What follows belongs to an exercise in optimizing a design on an open flow for small area, a short achievable clock period and few clock cycles per item; a production flow would make more cautious choices.
In this exercise RTL edits were held to simulation tests only and were not proved equivalent to the original.
Power and IR drop assume default switching activity.

<file path="flow/config.mk">
export PLATFORM = sky130hd
export DESIGN_NAME = fm_frontend_top
export DESIGN_NICKNAME = fm_frontend_top
export VERILOG_FILES = /design/flow/design.v
export SDC_FILE = /design/flow/constraint.sdc
export NUM_CORES = 4
export LEC_CHECK = 0
export CAP_MARGIN = 20
export CORE_MARGIN = 2
export CORE_UTILIZATION = 40
export SLEW_MARGIN = 20
</file>
<file path="flow/constraint.sdc">
create_clock -name core_clock -period 12.0 [get_ports {clock}]
set_input_delay 2.4000 -clock core_clock [delete_from_list [all_inputs] [get_ports {clock}]]
set_output_delay 2.4000 -clock core_clock [all_outputs]
set_load 0.01 [all_outputs]
</file>
<file path="flow/run.sh">
#!/bin/bash
# synth_recipe.tcl (not shown) runs the flow's synth.tcl, then flattens the netlist and writes it again
# the make line also repeats each setting of config.mk as NAME=value (left out here)
make -C /OpenROAD-flow-scripts/flow DESIGN_CONFIG=/design/flow/config.mk WORK_HOME=/design/flow/orfs CLKGATE_MAP_FILE= SYNTH_SCRIPT=/design/flow/synth_recipe.tcl finish
</file>
<file path="flow/design.v">
`default_nettype none
package fm_sample_pkg;
    typedef logic [7:0] byte_t;
    typedef logic signed [32-1:0] sample_t;
    typedef logic signed [2*32-1:0] acc_t;
    typedef struct packed {
        sample_t i;
        sample_t q;
    } iq_t;
    typedef enum logic [1:0] {
        FIR_IDLE,
        FIR_ACCUMULATE,
        FIR_WRITE
    } fir_state_t;
endpackage
`default_nettype wire
`default_nettype none
package fm_coeff_pkg;
    typedef logic signed [32-1:0] coeff_t;
    localparam logic [20*32-1:0] CHANNEL_COEFFS = {
        32'h00000001,
        32'h00000008,
        32'hfffffff3,
        32'h00000009,
        32'h0000000b,
        32'hffffffd3,
        32'h00000045,
        32'hffffffd3,
        32'hffffff31,
        32'h00000257,
        32'h00000257,
        32'hffffff31,
        32'hffffffd3,
        32'h00000045,
        32'hffffffd3,
        32'h0000000b,
        32'h00000009,
        32'hfffffff3,
        32'h00000008,
        32'h00000001
    };
endpackage
`default_nettype wire
`default_nettype none
module sample_fifo #(
    parameter int unsigned WIDTH = 8,
    parameter int unsigned DEPTH = 16
) (
    input  logic             clock,
    input  logic             i_rst_n,
    input  logic             i_wr_en,
    input  logic [WIDTH-1:0] i_din,
    output logic             o_full,
    input  logic             i_rd_en,
    output logic [WIDTH-1:0] o_dout,
    output logic             o_empty
);
    localparam int unsigned PTR_BITS = (DEPTH > 1) ? $clog2(DEPTH) : 1;
    localparam int unsigned CNT_BITS = $clog2(DEPTH + 1);
    localparam logic [PTR_BITS-1:0] LAST_PTR = PTR_BITS'(DEPTH - 1);
    localparam logic [CNT_BITS-1:0] FULL_CNT = CNT_BITS'(DEPTH);
    logic [WIDTH-1:0]    mem [DEPTH];
    logic [PTR_BITS-1:0] wr_ptr;
    logic [PTR_BITS-1:0] rd_ptr;
    logic [CNT_BITS-1:0] count;
    logic                wr_ok;
    logic                rd_ok;
    assign wr_ok = i_wr_en && !o_full;
    assign rd_ok = i_rd_en && !o_empty;
    assign o_full  = (count == FULL_CNT);
    assign o_empty = (count == '0);
    assign o_dout = mem[rd_ptr];
    always_ff @(posedge clock) begin
        if (wr_ok) begin
            mem[wr_ptr] <= i_din;
        end
    end
    always_ff @(posedge clock) begin
        if (!i_rst_n) begin
            wr_ptr <= '0;
            rd_ptr <= '0;
            count  <= '0;
        end else begin
            if (wr_ok) begin
                wr_ptr <= (wr_ptr == LAST_PTR) ? '0 : wr_ptr + 1'b1;
            end
            if (rd_ok) begin
                rd_ptr <= (rd_ptr == LAST_PTR) ? '0 : rd_ptr + 1'b1;
            end
            case ({wr_ok, rd_ok})
                2'b10:   count <= count + 1'b1;
                2'b01:   count <= count - 1'b1;
                default: count <= count;
            endcase
        end
    end
endmodule
`default_nettype wire
`default_nettype none
module iq_decode (
    input  logic                clock,
    input  logic                i_rst_n,
    input  fm_sample_pkg::byte_t i_byte,
    input  logic                i_byte_empty,
    output logic                o_byte_rd_en,
    input  logic                i_busy,
    output fm_sample_pkg::iq_t  o_sample,
    output logic                o_sample_wr_en
);
    logic [1:0]           byte_cnt;
    logic                 sample_valid;
    fm_sample_pkg::byte_t i_lo;
    fm_sample_pkg::byte_t i_hi;
    fm_sample_pkg::byte_t q_lo;
    function automatic fm_sample_pkg::sample_t quantize(
        input logic [16-1:0] raw
    );
        fm_sample_pkg::sample_t ext;
        ext = {{(32 - 16){raw[16-1]}}, raw};
        quantize = ext <<< 10;
    endfunction
    assign o_byte_rd_en   = !i_byte_empty && !sample_valid;
    assign o_sample_wr_en = sample_valid && !i_busy;
    always_ff @(posedge clock) begin
        if (!i_rst_n) begin
            byte_cnt     <= 2'd0;
            sample_valid <= 1'b0;
        end else begin
            if (o_byte_rd_en) begin
                byte_cnt <= byte_cnt + 2'd1;
            end
            if (o_byte_rd_en && byte_cnt == 2'd3) begin
                sample_valid <= 1'b1;
            end else if (o_sample_wr_en) begin
                sample_valid <= 1'b0;
            end
        end
    end
    always_ff @(posedge clock) begin
        if (o_byte_rd_en) begin
            case (byte_cnt)
                2'd0: i_lo <= i_byte;
                2'd1: i_hi <= i_byte;
                2'd2: q_lo <= i_byte;
                default: begin
                    o_sample.i <= quantize({i_hi, i_lo});
                    o_sample.q <= quantize({i_byte, q_lo});
                end
            endcase
        end
    end
endmodule
`default_nettype wire
`default_nettype none
module channel_fir (
    input  logic               clock,
    input  logic               i_rst_n,
    input  fm_sample_pkg::iq_t i_sample,
    input  logic               i_sample_wr_en,
    output logic               o_busy,
    output fm_sample_pkg::iq_t o_result,
    output logic               o_wr_en,
    input  logic               i_out_full
);
    localparam int unsigned TAP_BITS = $clog2(20);
    localparam logic [TAP_BITS-1:0] LAST_TAP = TAP_BITS'(20 - 1);
    fm_sample_pkg::fir_state_t state;
    logic [2*32-1:0] history [20];
    logic [TAP_BITS-1:0]       tap_cnt;
    fm_sample_pkg::acc_t       acc_i;
    fm_sample_pkg::acc_t       acc_q;
    fm_sample_pkg::acc_t       prod_i;
    fm_sample_pkg::acc_t       prod_q;
    fm_sample_pkg::acc_t       acc_i_shr;
    fm_sample_pkg::acc_t       acc_q_shr;
    fm_coeff_pkg::coeff_t      tap_coeff;
    fm_sample_pkg::iq_t        tap_sample;
    assign o_busy  = (state != fm_sample_pkg::FIR_IDLE);
    assign o_wr_en = (state == fm_sample_pkg::FIR_WRITE) && !i_out_full;
    assign tap_coeff = fm_coeff_pkg::CHANNEL_COEFFS[
                           32*(20-1-int'(tap_cnt)) +: 32];
    assign tap_sample = history[tap_cnt];
    assign prod_i = fm_sample_pkg::acc_t'(tap_sample.i)
                  * fm_sample_pkg::acc_t'(tap_coeff);
    assign prod_q = fm_sample_pkg::acc_t'(tap_sample.q)
                  * fm_sample_pkg::acc_t'(tap_coeff);
    assign acc_i_shr  = acc_i >>> 10;
    assign acc_q_shr  = acc_q >>> 10;
    assign o_result.i = acc_i_shr[32-1:0];
    assign o_result.q = acc_q_shr[32-1:0];
    always_ff @(posedge clock) begin
        if (!i_rst_n) begin
            state   <= fm_sample_pkg::FIR_IDLE;
            tap_cnt <= '0;
            for (int k = 0; k < 20; k++) begin
                history[k] <= '0;
            end
        end else begin
            case (state)
                fm_sample_pkg::FIR_IDLE: begin
                    if (i_sample_wr_en) begin
                        history[0] <= i_sample;
                        for (int k = 1; k < 20; k++) begin
                            history[k] <= history[k-1];
                        end
                        tap_cnt <= '0;
                        state   <= fm_sample_pkg::FIR_ACCUMULATE;
                    end
                end
                fm_sample_pkg::FIR_ACCUMULATE: begin
                    tap_cnt <= tap_cnt + 1'b1;
                    if (tap_cnt == LAST_TAP) begin
                        state <= fm_sample_pkg::FIR_WRITE;
                    end
                end
                fm_sample_pkg::FIR_WRITE: begin
                    if (!i_out_full) begin
                        state <= fm_sample_pkg::FIR_IDLE;
                    end
                end
                default: state <= fm_sample_pkg::FIR_IDLE;
            endcase
        end
    end
    always_ff @(posedge clock) begin
        if (state == fm_sample_pkg::FIR_IDLE && i_sample_wr_en) begin
            acc_i <= '0;
            acc_q <= '0;
        end else if (state == fm_sample_pkg::FIR_ACCUMULATE) begin
            acc_i <= acc_i + prod_i;
            acc_q <= acc_q + prod_q;
        end
    end
endmodule
`default_nettype wire
`default_nettype none
module fm_frontend_top (
    input  logic                 clock,
    input  logic                 i_rst_n,
    input  logic                 i_in_wr_en,
    input  fm_sample_pkg::byte_t i_in_din,
    output logic                 o_in_full,
    input  logic                 i_out_rd_en,
    output fm_sample_pkg::iq_t   o_out_iq,
    output logic                 o_out_empty
);
    fm_sample_pkg::byte_t in_dout;
    logic                 in_empty;
    logic                 in_rd_en;
    fm_sample_pkg::iq_t   dec_sample;
    logic                 dec_wr_en;
    logic                 fir_busy;
    fm_sample_pkg::iq_t   fir_result;
    logic                 fir_wr_en;
    logic                 out_full;
    sample_fifo #(
        .WIDTH($bits(in_dout)),
        .DEPTH(16)
    ) in_fifo_inst (
        .clock(clock),
        .i_rst_n(i_rst_n),
        .i_wr_en(i_in_wr_en),
        .i_din(i_in_din),
        .o_full(o_in_full),
        .i_rd_en(in_rd_en),
        .o_dout(in_dout),
        .o_empty(in_empty)
    );
    iq_decode iq_decode_inst (
        .clock(clock),
        .i_rst_n(i_rst_n),
        .i_byte(in_dout),
        .i_byte_empty(in_empty),
        .o_byte_rd_en(in_rd_en),
        .i_busy(fir_busy),
        .o_sample(dec_sample),
        .o_sample_wr_en(dec_wr_en)
    );
    channel_fir channel_fir_inst (
        .clock(clock),
        .i_rst_n(i_rst_n),
        .i_sample(dec_sample),
        .i_sample_wr_en(dec_wr_en),
        .o_busy(fir_busy),
        .o_result(fir_result),
        .o_wr_en(fir_wr_en),
        .i_out_full(out_full)
    );
    sample_fifo #(
        .WIDTH($bits(fir_result)),
        .DEPTH(16)
    ) out_fifo_inst (
        .clock(clock),
        .i_rst_n(i_rst_n),
        .i_wr_en(fir_wr_en),
        .i_din(fir_result),
        .o_full(out_full),
        .i_rd_en(i_out_rd_en),
        .o_dout(o_out_iq),
        .o_empty(o_out_empty)
    );
endmodule
`default_nettype wire
</file>
==> run notes <==
[critical path, delay by kind of cell (launching register included)]
kind | cells | cell delay (ps)
AOI/OAI and AO/OA | 5 | 1600
xor gates and xnor gates | 6 | 1390
DFF | 1 | 690
and+or+nand+nor | 2 | 690
buffers and inverters | 9 | 1740
adders and majority gates | 10 | 4970
[sequential cells by signal (all words and copies together) (netlist names), named ones only]
signal	count
iq_decode_inst.q_lo	8
channel_fir_inst.acc_i	32
out_fifo_inst.rd_ptr	4
channel_fir_inst.tap_cnt	5
channel_fir_inst.history	640
iq_decode_inst.sample_valid	1
iq_decode_inst.byte_cnt	2
in_fifo_inst.mem	128
in_fifo_inst.rd_ptr	4
channel_fir_inst.state	2
in_fifo_inst.count	5
out_fifo_inst.count	5
in_fifo_inst.wr_ptr	4
out_fifo_inst.wr_ptr	4
out_fifo_inst.mem	1024
iq_decode_inst.i_hi	8
iq_decode_inst.i_lo	8
iq_decode_inst.o_sample	32
channel_fir_inst.acc_q	32
[metrics by stage]
stage | setup WS [ps] | utilization (%)
floorplan | 1559 | -
global placement | 895.1 | 41.96
detailed placement | 667.2 | 41.96
CTS | 709.2 | 44.45
global route | 159.6 | 44.45
finish | 837.8 | 44.45
[worst max-delay path by stage]
| stage | start | to | slack, ps | cells past startpoint |
|---|---|---|---|---|
| after global routing | channel_fir_inst.tap_cnt[2]$_SDFFE_PN0P_ | channel_fir_inst.acc_i[41]$_SDFFE_PP0P_ | 160 | 33 |
| final | channel_fir_inst.tap_cnt[2]$_SDFFE_PN0P_ | channel_fir_inst.acc_q[41]$_SDFFE_PP0P_ | 840 | 32 |
| after detailed placement | channel_fir_inst.tap_cnt[2]$_SDFFE_PN0P_ | channel_fir_inst.acc_i[41]$_SDFFE_PP0P_ | 670 | 33 |
| after floorplan | channel_fir_inst.tap_cnt[3]$_SDFFE_PN0P_ | channel_fir_inst.acc_i[41]$_SDFFE_PP0P_ | 1560 | 38 |
| after CTS | channel_fir_inst.tap_cnt[2]$_SDFFE_PN0P_ | channel_fir_inst.acc_i[41]$_SDFFE_PP0P_ | 710 | 33 |
| after global placement | channel_fir_inst.tap_cnt[2]$_SDFFE_PN0P_ | channel_fir_inst.acc_i[41]$_SDFFE_PP0P_ | 900 | 33 |
[metal layers]
layer / GRT usage (%) / vias to the layer above / wire length (um)
li1: - / 28610 / -
met1: 27.84 / 32540 / 115500
met2: 33.07 / 1782 / 125800
met3: 2.458 / 351 / 13920
met4: 4.972 / 0 / 5880
met5: 0 / - / 0
[layout make-up]
class,instances,area (um^2),share of cell area (%)
well taps,3384,4234,3.717
repair buffers,231,2032,1.784
clock buffers,253,5244,4.604
multi-input cells,4905,46080,40.45
diodes,1,2.502,0.002197
inverters,1042,3911,3.434
clock inverters,119,1136,0.9974
flip-flops and latches,1956,51270,45.01
[where the power goes]
group | internal [mW] | switching [mW] | total, mW
clock | 3.34 | 2.68 | 6.02
sequential | 7.35 | 0.211 | 7.56
combinational | 0.429 | 0.669 | 1.10
total | 11.1 | 3.56 | 14.7
[placed cells by master (no fill, tap or decap), types with 15 or more instances in the layout]
| cell type | count |
|---|---|
| sky130_fd_sc_hd__nand2_1 | 1409 |
| sky130_fd_sc_hd__edfxtp_1 | 1208 |
| sky130_fd_sc_hd__inv_1 | 1039 |
| sky130_fd_sc_hd__dfxtp_1 | 741 |
| sky130_fd_sc_hd__fa_1 | 710 |
| sky130_fd_sc_hd__a21boi_0 | 649 |
| sky130_fd_sc_hd__mux4_2 | 360 |
| sky130_fd_sc_hd__ha_1 | 332 |
| sky130_fd_sc_hd__nor2_1 | 305 |
| sky130_fd_sc_hd__clkbuf_16 | 199 |
| sky130_fd_sc_hd__buf_4 | 146 |
| sky130_fd_sc_hd__xnor2_1 | 102 |
| sky130_fd_sc_hd__o21ai_0 | 99 |
| sky130_fd_sc_hd__a21oi_1 | 89 |
| sky130_fd_sc_hd__a22oi_1 | 87 |
| sky130_fd_sc_hd__nand3_1 | 84 |
| sky130_fd_sc_hd__clkdlybuf4s50_1 | 76 |
| sky130_fd_sc_hd__a221oi_1 | 71 |
| sky130_fd_sc_hd__a22o_1 | 70 |
| sky130_fd_sc_hd__clkbuf_1 | 47 |
| sky130_fd_sc_hd__clkinv_2 | 43 |
| sky130_fd_sc_hd__a21o_1 | 42 |
| sky130_fd_sc_hd__a222oi_1 | 40 |
| sky130_fd_sc_hd__clkinv_1 | 39 |
| sky130_fd_sc_hd__nand2b_1 | 38 |
| sky130_fd_sc_hd__xor2_1 | 35 |
| sky130_fd_sc_hd__and2_1 | 32 |
| sky130_fd_sc_hd__nor2b_1 | 29 |
| sky130_fd_sc_hd__nand4_1 | 27 |
| sky130_fd_sc_hd__o22ai_1 | 25 |
| sky130_fd_sc_hd__nor3_1 | 23 |
| sky130_fd_sc_hd__and3_1 | 20 |
| sky130_fd_sc_hd__or3_1 | 18 |
| sky130_fd_sc_hd__o31ai_1 | 15 |
[logic make-up after synthesis]
family                   after synthesis  synth area share [%]
AND/OR/NAND/NOR                     2058                 8.234
flip-flops                          1956                 49.83
buffers and inverters               1508                 5.565
AO/OA/AOI/OAI                       1291                 9.266
adder cells (fa/ha/maj)             1043                 17.87
multiplexers                         374                 8.030
XOR/XNOR                             139                 1.210
==> qor.txt <==
==========================================================================================
Worst relative slew slack                                                           23.01%
Asr flop ratio synth                                                                    0%
Clock edge transition at the registers on the reported setup and hold paths          70 ps
Post-Layout Inst Area                                                          113900 um^2
Clock sinks                                                                           1956
Beginning of the worst register-to-register path                              channel_fir_inst.tap_cnt[2]$_SDFFE_PN0P_
Post-CTS Setup Bufs                                                                      0
Top flip-flop cell by instance count after synthesis                          sky130_fd_sc_hd__edfxtp_1
Post-synth EDFFs                                                                      1208
Number of CTS-inserted buffers                                                         199
Syn. warnings                                                                            5
Count leader, synth                                                           sky130_fd_sc_hd__nand2_1
Unrepaired setup endpoints after global routing                                      false
Maximum number of pins on one net before global-route repair                           216
Cell type of the slowest stage on the worst timing path                       sky130_fd_sc_hd__o31ai_4
Fraction of synthesized cell area taken by the top area cell type                   35.27%
Max_cap viols                                                                            0
Routability congestion estimate                                                     0.9403
Post-synthesis sequential element count                                               1956
Worst min-delay path category                                                      reg2reg
Number of routed nets with antenna violations                                            0
Die extent in y                                                                   511.1 um
Placed Area                                                                    107500 um^2
First-pass iteration count of the detailed router                                        6
Slack of the worst reg-to-reg path                                                  840 ps
Count of cells along the worst hold path                                                 0
Total count of max-transition violations in the final report                             0
LEAKAGE                                                                           42.96 nW
Count of hold buffers inserted by post-cts repair                                        0
Destination of the worst hold path                                            iq_decode_inst.o_sample[45]$_DFFE_PP_
Placement Rows                                                                         186
Placed Cells                                                                         11520
Clock network latency to the later pin of the worst-skew pair                       870 ps
Peak ir drop on the vdd network                                                   133.1 uV
Mean Syn Cell Area                                                              12.29 um^2
Transition at the pin with the smallest max-transition slack                       1140 ps
Critical path type                                                                 reg2reg
Final count of negative-setup-slack endpoints                                            0
P&R area growth vs syn                                                              10.74%
Effective utilization at floorplan                                                  40.14%
Fin crit period                                                                   11160 ps
Number of distinct standard cells referenced by the synthesized netlist                 82
Overall Power                                                                     14.68 mW
Post-Syn Area                                                                  102900 um^2
Deepest level of the CTS H-tree                                                          4
Width of the die                                                                  511.1 um
Req. time, crit path                                                              12780 ps
Hold violation total from the final report                                               0
Total vias in the final route                                                        63290
Number of antenna violations at the first check in global routing                        4
Outcome                                                                       finished clean
Detail-routed net length per standard cell                                        21.96 um
Peak clock frequency supported by timing                                       0.08959 GHz
Max FO, Critical Path                                                                   17
Number of cells on the worst reg-to-reg path                                            32
Top post-synthesis cells by area                                              sky130_fd_sc_hd__edfxtp_1 35%, sky130_fd_sc_hd__dfxtp_1 15%, sky130_fd_sc_hd__fa_1 14%
Global-route usage over all layers                                                  19.95%
Worst hold margin                                                                 413.0 ps
Share of synthesized area occupied by flip-flops and latches                        49.83%
Power density relative to cell area                                           128.9 nW/um^2
Overflow left after global routing                                                       0
Post-route clock period utilization                                                 93.02%
Final HPWL from detailed placement                                                174.8 mm
WL final                                                                          261.2 mm
Final nets                                                                            9390
Synth top cells by count                                                      1410 x sky130_fd_sc_hd__nand2_1, 1208 x sky130_fd_sc_hd__edfxtp_1, 1039 x sky130_fd_sc_hd__inv_1
Synthesized Nets                                                                      9424
Layout cell share with drive strength beyond 1                                      10.43%
Maximum count of clock buffers along a single path                                       3
DRC viols                                                                                0
CTS tree                                                                             built
Count of pins on the block boundary                                                     78
Worst path max stage delay                                                          700 ps
Category of the worst setup path launch point                                    flip-flop
Number of I/O port buffers                                                              77
Global-route wire length before repair                                            402.1 mm
Cell with the most instances on the worst path                                sky130_fd_sc_hd__fa_1
Number of DRC markers in iteration 0                                                  5747
Capturing element type of the critical path                                      flip-flop
Synthesized netlist cell count                                                        8369
Total Neg Setup Slack                                                                 0 ps
Fill cell total of the finished layout                                               23170
Terminus of the critical flop-to-flop path                                    channel_fir_inst.acc_q[41]$_SDFFE_PP0P_
Number of global-route vias before repair                                            65040
Maximum clock skew at final layout                                                69.35 ps
Root buf cell                                                                 sky130_fd_sc_hd__clkbuf_16
Total die area                                                                 261200 um^2
Crit path DAT                                                                     11940 ps
Gates resized, CTS repair                                                                0
Floorplan core area                                                            256200 um^2
Layout Cells excl Fill                                                               11890
Source of the worst hold timing path                                          iq_decode_inst.i_lo[3]$_DFFE_PP_
Cell taking the most area after synthesis                                     sky130_fd_sc_hd__edfxtp_1
Via density per instance                                                             5.322
==========================================================================================
Testbench counts, summed over its fixed seeds: cycles 45,104, items 2,048.

-- separate check: timing with driven ports --
No port has a modelled driver above. Below, the same layout with a new extraction and two added sets of constraints.
Step 1 (the two cells are an assumption about what drives the block):
set clk [get_ports {clock}]
set_driving_cell -lib_cell sky130_fd_sc_hd__clkbuf_16 $clk
set_driving_cell -lib_cell sky130_fd_sc_hd__buf_2 [delete_from_list [all_inputs] $clk]
Step 2 moves the port delays by t, midway between the first and last clock arrival at a register: inputs arrive t later, outputs are due t later. That takes back most of the time a late clock gives input paths.
Slacks: ideal / step 1 / step 2; pairs: ideal / step 1.
shift t [ns]: 0.928
slack for setup (ns): 0.838 / 0.838 / 0.838
slew at the worst register clock pin (ns): 0.07 / 0.07
pins driven straight from the clock port: 1
After both steps this run still meets setup and hold. The setup slack of this run moves by 0.000 ns with the drivers and by 0.000 ns with both steps.
